This design comes from an exercise in tuning for small area on the open sky130 flow, not from production work.
Only simulation tests tie the RTL to the original design; equivalence was not proved.
Power and IR drop assume default switching activity.

==> flow/design.v <==
`timescale 1ns/10ps
`default_nettype none
package bitstream_pkg;
    typedef logic [32-1:0] code_word_t;
    typedef logic [6-1:0] bit_count_t;
    typedef logic [5-1:0] fill_t;
endpackage
`default_nettype wire
`timescale 1ns/10ps
`default_nettype none
package component_pkg;
    typedef enum logic [1:0] {
        COMP_Y  = 2'd0,
        COMP_CB = 2'd1,
        COMP_CR = 2'd2
    } component_e;
    function automatic component_e next_component(input component_e comp);
        case (comp)
            component_pkg::COMP_Y:  next_component = component_pkg::COMP_CB;
            component_pkg::COMP_CB: next_component = component_pkg::COMP_CR;
            default:                next_component = component_pkg::COMP_Y;
        endcase
    endfunction
endpackage
`default_nettype wire
`timescale 1ns/10ps
`default_nettype none
module jpeg_stream_packer (
    input  wire                              clk,
    input  wire                              rst,
    input  wire                              seg_valid,
    input  wire component_pkg::component_e   seg_component,
    input  wire bitstream_pkg::code_word_t   seg_data,
    input  wire bitstream_pkg::bit_count_t   seg_length,
    input  wire                              seg_eob,
    output bitstream_pkg::code_word_t        word,
    output logic                             word_valid,
    output bitstream_pkg::fill_t             fill_count
);
    localparam int SLOTS = 32;
    localparam int AW    = 5;
    localparam int PW    = 34;    
    logic [4:0]    kpos;          
    logic [32:0]   enc;
    logic [PW-1:0] in_pay;
    assign kpos = 5'(~seg_length[4:0] + 5'd1);
    always_comb begin
        enc[0] = (kpos == 5'd0);
        for (int j = 1; j <= 32; j++) begin
            enc[j] = (j > kpos) ? seg_data[j-1] : (j == kpos);
        end
    end
    assign in_pay = {seg_eob, enc};
    logic [PW-1:0]    pay [SLOTS];
    logic [AW-1:0]    nxt [SLOTS];
    logic [SLOTS-1:0] freev;
    logic [AW-1:0]    head [3];
    logic [AW-1:0]    tail [3];
    logic [2:0]       ne;         
    logic [1:0]       cur;        
    logic             rv;
    logic [PW-1:0]    r;
    logic [31:0]      acc;
    logic [4:0]       fill;
    logic [1:0]       cur_succ, c, rc;
    logic             adv, wv, bypass, pop, last, wr, c_ne_after, c_is_curn;
    logic             ne_c;
    logic [AW-1:0]    h, tail_curn, tail_c, ff, f;
    logic [SLOTS-1:0] sel_cur, sel_succ, sel, ffoh, wsel;
    always_comb begin
        case (cur)
            2'd0:    cur_succ = 2'd1;
            2'd1:    cur_succ = 2'd2;
            default: cur_succ = 2'd0;
        endcase
    end
    assign adv = rv && r[PW-1];
    always_comb begin
        for (int i = 0; i < SLOTS; i++) begin
            sel_cur[i]  = (head[0] == AW'(i));
            sel_succ[i] = (head[1] == AW'(i));
        end
    end
    assign sel       = adv ? sel_succ : sel_cur;
    assign h         = adv ? head[1] : head[0];
    assign tail_curn = adv ? tail[1] : tail[0];
    assign pop       = adv ? ne[1] : ne[0];
    assign last      = (h == tail_curn);
    assign c = seg_component;
    always_comb begin
        case ({cur, c})
            {2'd0, 2'd1}, {2'd1, 2'd2}, {2'd2, 2'd0}: rc = 2'd1;
            {2'd0, 2'd2}, {2'd1, 2'd0}, {2'd2, 2'd1}: rc = 2'd2;
            default:                                  rc = 2'd0;
        endcase
    end
    assign wv        = seg_valid && (c != 2'd3);
    assign c_is_curn = adv ? (rc == 2'd1) : (rc == 2'd0);
    assign bypass    = wv && c_is_curn && !pop;
    assign wr        = wv && !bypass;
    always_comb begin
        case (rc)
            2'd1:    begin tail_c = tail[1]; ne_c = ne[1]; end
            2'd2:    begin tail_c = tail[2]; ne_c = ne[2]; end
            default: begin tail_c = tail[0]; ne_c = ne[0]; end
        endcase
    end
    assign c_ne_after = ne_c && !(pop && c_is_curn && last);
    logic [PW-1:0] rd_pay;
    logic [AW-1:0] rd_nxt;
    always_comb begin
        rd_pay = '0;
        rd_nxt = '0;
        for (int i = 0; i < SLOTS; i++) begin
            rd_pay = rd_pay | (pay[i] & {PW{sel[i]}});
            rd_nxt = rd_nxt | (nxt[i] & {AW{sel[i]}});
        end
    end
    always_comb begin
        ff = '0;
        for (int i = SLOTS - 1; i >= 0; i--) begin
            if (freev[i]) ff = AW'(i);
        end
    end
    assign ffoh = freev & ~(freev - 1'b1);
    assign f    = pop ? h : ff;
    assign wsel = pop ? sel : ffoh;
    logic [AW-1:0] head_u [3];
    logic [AW-1:0] tail_u [3];
    logic [2:0]    ne_u;
    always_comb begin
        for (int k = 0; k < 3; k++) begin
            head_u[k] = head[k];
            tail_u[k] = tail[k];
            ne_u[k]   = ne[k];
            if (pop && ((k == 1) == adv) && (k != 2)) begin
                if (last) ne_u[k]   = 1'b0;
                else      head_u[k] = rd_nxt;
            end
            if (wr && (rc == 2'(k))) begin
                if (!c_ne_after) begin
                    head_u[k] = f;
                    ne_u[k]   = 1'b1;
                end
                tail_u[k] = f;
            end
        end
    end
    always_ff @(posedge clk) begin
        for (int k = 0; k < 3; k++) begin
            head[k] <= adv ? head_u[(k + 1) % 3] : head_u[k];
            tail[k] <= adv ? tail_u[(k + 1) % 3] : tail_u[k];
        end
    end
    always_ff @(posedge clk) begin
        if (rst) begin
            cur   <= 2'd0;
            rv    <= 1'b0;
            ne    <= '0;
            freev <= '1;
        end else begin
            if (adv) cur <= cur_succ;
            rv <= pop || bypass;
            ne <= adv ? {ne_u[0], ne_u[2], ne_u[1]} : ne_u;
            if (wr && !pop) freev <= freev & ~ffoh;
            if (pop && !wr) freev <= freev | sel;
        end
    end
    always_ff @(posedge clk) begin
        for (int i = 0; i < SLOTS; i++) begin
            if (wr && wsel[i]) pay[i] <= in_pay;
        end
        if (wr && c_ne_after) nxt[tail_c] <= f;
        r <= pop ? rd_pay : in_pay;
    end
    logic [4:0]  tz;              
    logic        wrap;
    logic [31:0] rdat, rot, m;
    always_comb begin
        tz = '0;
        for (int i = 31; i >= 0; i--) begin
            if (r[i]) tz = 5'(i);
        end
    end
    assign rdat = r[32:1];
    assign rot  = 32'({rdat, rdat} >> fill);
    assign m    = 32'hffff_ffff >> fill;
    assign wrap = (fill >= tz);
    logic [31:0] merged;
    always_comb begin
        for (int i = 0; i < 32; i++) merged[i] = m[i] ? rot[i] : acc[i];
    end
    always_ff @(posedge clk) begin
        word       <= merged;
        word_valid <= !rst && rv && wrap;
    end
    assign fill_count = fill;
    always_ff @(posedge clk) begin
        if (rst) begin
            fill <= '0;
        end else if (rv) begin
            fill <= fill - tz;
        end
    end
    always_ff @(posedge clk) begin
        for (int i = 0; i < 32; i++) begin
            if (rv && (wrap || m[i])) acc[i] <= rot[i];
        end
    end
endmodule
`default_nettype wire
export LEC_CHECK = 0
export CAP_MARGIN = 10
export CORE_MARGIN = 2
export CORE_UTILIZATION = 60
export CTS_CLUSTER_DIAMETER = 120
export CTS_CLUSTER_SIZE = 24
export SLEW_MARGIN = 10
create_clock -name core_clock -period 4.5 [get_ports {clk}]
run.sh (not shown) runs the stock make flow with config.mk's settings and CLKGATE_MAP_FILE= SYNTH_SCRIPT=/design/flow/synth_recipe.tcl, a recipe that flattens the netlist after the stock synthesis.
Change:
--- a/flow/design.v
+++ b/flow/design.v
@@ -56,69 +56,64 @@
     logic [SLOTS-1:0] freev;
     logic [AW-1:0]    head [3];
     logic [AW-1:0]    tail [3];
     logic [2:0]       ne;         
     logic [1:0]       cur;        
     logic             rv;
-    logic [PW-1:0]    r;
+    logic [PW-2:0]    r;          
     logic [31:0]      acc;
     logic [4:0]       fill;
     logic [1:0]       cur_succ, c, rc;
-    logic             adv, wv, bypass, pop, last, wr, c_ne_after, c_is_curn;
+    logic             wv, bypass, pop, last, wr, c_ne_after, c_is_cur, turn;
     logic             ne_c;
-    logic [AW-1:0]    h, tail_curn, tail_c, ff, f;
-    logic [SLOTS-1:0] sel_cur, sel_succ, sel, ffoh, wsel;
+    logic [AW-1:0]    h, tail_c, ff, f;
+    logic [SLOTS-1:0] sel, ffoh, wsel;
     always_comb begin
         case (cur)
             2'd0:    cur_succ = 2'd1;
             2'd1:    cur_succ = 2'd2;
             default: cur_succ = 2'd0;
         endcase
     end
-    assign adv = rv && r[PW-1];
-    always_comb begin
-        for (int i = 0; i < SLOTS; i++) begin
-            sel_cur[i]  = (head[0] == AW'(i));
-            sel_succ[i] = (head[1] == AW'(i));
-        end
-    end
-    assign sel       = adv ? sel_succ : sel_cur;
-    assign h         = adv ? head[1] : head[0];
-    assign tail_curn = adv ? tail[1] : tail[0];
-    assign pop       = adv ? ne[1] : ne[0];
-    assign last      = (h == tail_curn);
+    always_comb begin
+        for (int i = 0; i < SLOTS; i++) sel[i] = (head[0] == AW'(i));
+    end
+    assign h    = head[0];
+    assign pop  = ne[0];
+    assign last = (head[0] == tail[0]);
     assign c = seg_component;
     always_comb begin
         case ({cur, c})
             {2'd0, 2'd1}, {2'd1, 2'd2}, {2'd2, 2'd0}: rc = 2'd1;
             {2'd0, 2'd2}, {2'd1, 2'd0}, {2'd2, 2'd1}: rc = 2'd2;
             default:                                  rc = 2'd0;
         endcase
     end
-    assign wv        = seg_valid && (c != 2'd3);
-    assign c_is_curn = adv ? (rc == 2'd1) : (rc == 2'd0);
-    assign bypass    = wv && c_is_curn && !pop;
-    assign wr        = wv && !bypass;
+    assign wv       = seg_valid && (c != 2'd3);
+    assign c_is_cur = (rc == 2'd0);
+    assign bypass   = wv && c_is_cur && !pop;
+    assign wr       = wv && !bypass;
     always_comb begin
         case (rc)
             2'd1:    begin tail_c = tail[1]; ne_c = ne[1]; end
             2'd2:    begin tail_c = tail[2]; ne_c = ne[2]; end
             default: begin tail_c = tail[0]; ne_c = ne[0]; end
         endcase
     end
-    assign c_ne_after = ne_c && !(pop && c_is_curn && last);
+    assign c_ne_after = ne_c && !(pop && c_is_cur && last);
     logic [PW-1:0] rd_pay;
     logic [AW-1:0] rd_nxt;
     always_comb begin
         rd_pay = '0;
         rd_nxt = '0;
         for (int i = 0; i < SLOTS; i++) begin
             rd_pay = rd_pay | (pay[i] & {PW{sel[i]}});
             rd_nxt = rd_nxt | (nxt[i] & {AW{sel[i]}});
         end
     end
+    assign turn = pop ? rd_pay[PW-1] : (bypass && seg_eob);
     always_comb begin
         ff = '0;
         for (int i = SLOTS - 1; i >= 0; i--) begin
             if (freev[i]) ff = AW'(i);
         end
     end
@@ -130,13 +125,13 @@
     logic [2:0]    ne_u;
     always_comb begin
         for (int k = 0; k < 3; k++) begin
             head_u[k] = head[k];
             tail_u[k] = tail[k];
             ne_u[k]   = ne[k];
-            if (pop && ((k == 1) == adv) && (k != 2)) begin
+            if (pop && (k == 0)) begin
                 if (last) ne_u[k]   = 1'b0;
                 else      head_u[k] = rd_nxt;
             end
             if (wr && (rc == 2'(k))) begin
                 if (!c_ne_after) begin
                     head_u[k] = f;
@@ -145,36 +140,36 @@
                 tail_u[k] = f;
             end
         end
     end
     always_ff @(posedge clk) begin
         for (int k = 0; k < 3; k++) begin
-            head[k] <= adv ? head_u[(k + 1) % 3] : head_u[k];
-            tail[k] <= adv ? tail_u[(k + 1) % 3] : tail_u[k];
+            head[k] <= turn ? head_u[(k + 1) % 3] : head_u[k];
+            tail[k] <= turn ? tail_u[(k + 1) % 3] : tail_u[k];
         end
     end
     always_ff @(posedge clk) begin
         if (rst) begin
             cur   <= 2'd0;
             rv    <= 1'b0;
             ne    <= '0;
             freev <= '1;
         end else begin
-            if (adv) cur <= cur_succ;
+            if (turn) cur <= cur_succ;
             rv <= pop || bypass;
-            ne <= adv ? {ne_u[0], ne_u[2], ne_u[1]} : ne_u;
+            ne <= turn ? {ne_u[0], ne_u[2], ne_u[1]} : ne_u;
             if (wr && !pop) freev <= freev & ~ffoh;
             if (pop && !wr) freev <= freev | sel;
         end
     end
     always_ff @(posedge clk) begin
         for (int i = 0; i < SLOTS; i++) begin
             if (wr && wsel[i]) pay[i] <= in_pay;
         end
         if (wr && c_ne_after) nxt[tail_c] <= f;
-        r <= pop ? rd_pay : in_pay;
+        r <= pop ? rd_pay[PW-2:0] : in_pay[PW-2:0];
     end
     logic [4:0]  tz;              
     logic        wrap;
     logic [31:0] rdat, rot, m;
     always_comb begin
         tz = '0;
@@ -200,12 +195,10 @@
             fill <= '0;
         end else if (rv) begin
             fill <= fill - tz;
         end
     end
     always_ff @(posedge clk) begin
-        for (int i = 0; i < 32; i++) begin
-            if (rv && (wrap || m[i])) acc[i] <= rot[i];
-        end
+        if (rv) acc <= wrap ? rot : merged;
     end
 endmodule
 `default_nettype wire
The changed run ran to the end with no violations.
Worst setup slack gains 0.22 ns.
Clock skew rose by 0.011 ns.
Clock-buffer cell count goes down by 8.
Core utilization came out lower by 0.55 points.
Flip-flop and latch count drops by 1.
Synthesized area hardly moves.
Combinational power came out higher by 28%.
Total power rises by 9.8%.
Die area is about the same.
Clock power hardly moves.
Via count is about the same.
Synthesized cell count came out higher by 6.4%.
Cell count went up by 2.4%.
Final area fell by 0.65%.

[re-timing with driven ports]
Ports are ideal in the flow. The routed layouts listed here were re-timed in OpenROAD. Step 1 (the two cells are an assumption about what drives the block):
set clk [get_ports {clk}]
set_driving_cell -lib_cell sky130_fd_sc_hd__clkbuf_16 $clk
set_driving_cell -lib_cell sky130_fd_sc_hd__buf_2 [delete_from_list [all_inputs] $clk]
Step 2 also shifts input and output timing later by t, the mid clock arrival at the registers, as if the neighbouring blocks saw the same clock. Slacks: ideal ports / drivers / drivers and shift; pairs: ideal ports / drivers.
run | shift t [ns] | slack for setup (ns) | hold slack, ns | worst setup path after step 2
the first run | 0.756 | 0.091 / 0.091 / -0.211 | 0.452 / 0.452 / 0.452 | input to register
the second run | 0.769 | 0.306 / 0.306 / 0.093 | 0.509 / 0.509 / 0.509 | input to register
With both steps, setup timing fails in the first run, where it was met with ideal ports. The setup slack of the first run, which loses most, moves by 0.000 ns with the drivers and by -0.302 ns with both steps.
